Background: an optimization exercise with open tools, aiming at small area, a short achievable clock period and few clock cycles per item. Do not read the settings as production practice.
Function was checked by simulation only, so behaviour that the tests miss may differ from the original.
Power and IR drop assume default switching activity.

// edf_sched_top
module edf_sched_top
(
  input  logic        clk_i,
  input  logic        rst_ni,
  input  logic        req_valid_i,
  output logic        req_ready_o,
  input  logic        req_op_i,
  input  logic [2:0]  req_task_slot_i,
  input  logic [15:0] req_exec_time_i,
  input  logic [15:0] req_period_ticks_i,
  input  logic [15:0] req_rel_deadline_i,
  output logic        rsp_valid_o,
  input  logic        rsp_ready_i,
  output logic        rsp_cpu_busy_o,
  output logic [2:0]  rsp_running_slot_o,
  input  logic        cfg_we_i,
  input  logic [3:0]  cfg_wdata_i
);
Size: ~5300 cells after synthesis, about 810 flip-flops, roughly 67 I/O pins, about 0.044 sq mm of cells after synthesis.
Settings: LEC_CHECK=0, ABC_AREA=1, CAP_MARGIN=20, CORE_MARGIN=2, CORE_UTILIZATION=50, CTS_BUF_LIST=sky130_fd_sc_hd__clkbuf_16, CTS_CLUSTER_DIAMETER=100, CTS_CLUSTER_SIZE=20, SLEW_MARGIN=20, TNS_END_PERCENT=100; clock period 10.0 ns.
standard.sh (not shown) runs the stock make flow with config.mk's settings and CLKGATE_MAP_FILE= SYNTH_SCRIPT=/design/flow/synth_recipe.tcl, a recipe that flattens the netlist after the stock synthesis.
==> flow/flow/run.sh <==
#!/bin/bash
# Standard ORFS layout, with timing repair aiming for 7 ns of setup slack.
set -euo pipefail
bash standard.sh SETUP_SLACK_MARGIN=7 finish > standard_flow.log 2>&1
Testbench counts at the start, summed over its fixed seeds: cycles 9,728, ticks 8,624.
Rerun with:
Settings changed: ABC_AREA 1 to unset.
Die area decreases by a few percent.
Global-route usage increases by 0.75 points.
Count of clock-buffer cells in the layout is unchanged.
Flip-flop and latch count is unchanged.
Power increases by a little under a tenth.
Worst setup slack barely changes.
Maximum frequency stays flat.
Register-to-register slack degrades by 350 ps.
Final cell count decreases by about a fifth.
Combinational power increases by roughly a tenth.
Worst hold slack improves by 77 ps.
Rerun with:
==> flow/flow/run.sh (replaced) <==
#!/bin/bash
# Standard ORFS layout, with timing repair aiming for 6.75 ns of setup slack.
set -euo pipefail
bash standard.sh SETUP_SLACK_MARGIN=6.75 finish > standard_flow.log 2>&1
What happened: Clock power hardly moves; final area came out lower by 4.9%; global-route usage falls by 1.1 points; clock-buffer cell count goes down by 1; via count came out lower by 2.4%; synthesized cell count does not change; register-to-register slack loses 20 ps; worst setup slack got worse by 25 ps; non-clock buffer count shrinks by 135; routed wire length shrinks by 3.1%.
Rerun with:
==> flow/flow/run.sh (replaced) <==
#!/bin/bash
# Standard ORFS layout, with timing repair aiming for 6.5 ns of setup slack.
set -euo pipefail
bash standard.sh SETUP_SLACK_MARGIN=6.5 finish > standard_flow.log 2>&1
Result:
- wire length came out lower by a few percent
- area after synthesis stays the same
- clock skew came out lower by 36 ps
- final area came out lower by a few percent
- setup slack degrades by 180 ps
- first-iteration DRC count came out lower by roughly a tenth
- maximum frequency came out lower by a few percent
- combinational power came out lower by a few percent
Rerun with:
==> flow/flow/run.sh (replaced) <==
#!/bin/bash
# Standard ORFS layout, with timing repair aiming for 7 ns of setup slack.
set -euo pipefail
bash standard.sh SETUP_SLACK_MARGIN=7 finish > standard_flow.log 2>&1
Settings changed: CTS_BUF_LIST sky130_fd_sc_hd__clkbuf_16 to unset, CTS_CLUSTER_DIAMETER 100 to unset, CTS_CLUSTER_SIZE 20 to unset.
Cell count climbs by about 5.3%.
First-iteration DRC count climbs by about 15%.
Wire length climbs by 7.3%.
Setup slack gets better by 230 ps.
Hold slack gets better by 76 ps.
Final area climbs by about 12%.
Clock-buffer cell count climbs by 74.
Rerun with:
==> flow/flow/run.sh (replaced) <==
#!/bin/bash
# Standard ORFS layout, with timing repair aiming for 6.5 ns of setup slack.
set -euo pipefail
bash standard.sh SETUP_SLACK_MARGIN=6.5 finish > standard_flow.log 2>&1
Settings changed: CORE_UTILIZATION 50 to 60, CTS_BUF_LIST set to sky130_fd_sc_hd__clkbuf_16, CTS_CLUSTER_DIAMETER set to 100, CTS_CLUSTER_SIZE set to 20.
Effect: The new run went through all stages and came out clean. Final area drops by roughly a tenth. Clock power drops by well over a third. Setup slack loses 360 ps. Die area drops by about a fifth. Global-route usage climbs by 5.1 points. Clock-buffer cell count drops by 75.

* * *

edf_sched_top again, from the RTL that the note above started with.
clock: 10.0 ns
lec_check: 0
cap_margin: 10
core_margin: 2
core_utilization: 50
cts_buf_list: sky130_fd_sc_hd__clkbuf_16
cts_cluster_diameter: 100
cts_cluster_size: 20
slew_margin: 10
tns_end_percent: 100
==> flow/flow/run.sh <==
#!/bin/bash
# Standard ORFS layout, with timing repair aiming for 6.75 ns of setup slack.
set -euo pipefail
bash standard.sh SETUP_SLACK_MARGIN=6.75 finish > standard_flow.log 2>&1
The first run went through all stages and came out clean.
Testbench counts at the start, summed over its fixed seeds: cycles 9,728, ticks 8,624.
Rerun with:
Settings changed: ABC_AREA set to 1, CAP_MARGIN 10 to 20, SLEW_MARGIN 10 to 20.
The new run passed the timing, design-rule and antenna checks.
Setup slack gains 70 ps.
Maximum frequency grows by 2.1%.
Routed wire length shrinks by 2.4%.
Synthesized area grows by about 3.3%.
First-iteration DRC count shrinks by about 0.5%.
Global-route usage shrinks by 0.78 points.
Synthesized cell count grows by 28%.
Non-clock buffer count shrinks by 161.

separate check: timing with driven ports:
The flow's constraints put no driver on any port. The routed layouts listed below were extracted and timed again, unchanged, in two steps.
Step 1 assumes that a clkbuf_16 drives the clock port and a buf_2 every other input.
Step 2 moves the port delays by t, midway between the first and last clock arrival at a register: inputs arrive t later, outputs are due t later. That takes back most of the time a late clock gives input paths.
Three values: no drivers, after step 1, after step 2; two values: the first two.
| run | t, ns | slack for setup (ns) | cell pins on the clock port's net |
|---|---|---|---|
| the first run of note 1 | 0.696 | 6.672 / 6.687 / 5.991 | 1 |
| the second run of note 1 | 0.725 | 6.670 / 6.665 / 6.117 | 1 |
| the third run of note 1 | 0.712 | 6.646 / 6.646 / 6.120 | 1 |
| the fourth run of note 1 | 0.708 | 6.469 / 6.469 / 5.920 | 1 |
| the fifth run of note 1 | 0.723 | 6.699 / 6.667 / 6.081 | 1 |
| the sixth run of note 1 | 0.725 | 6.342 / 6.342 / 5.827 | 1 |
| the first run of note 2 | 0.711 | 6.562 / 6.562 / 6.110 | 1 |
| the second run of note 2 | 0.694 | 6.632 / 6.655 / 5.961 | 1 |
After both steps setup and hold are still met in every run listed. For the first run of note 1, which loses most, drivers alone change the setup slack by +0.015 ns; drivers and shift together by -0.681 ns.
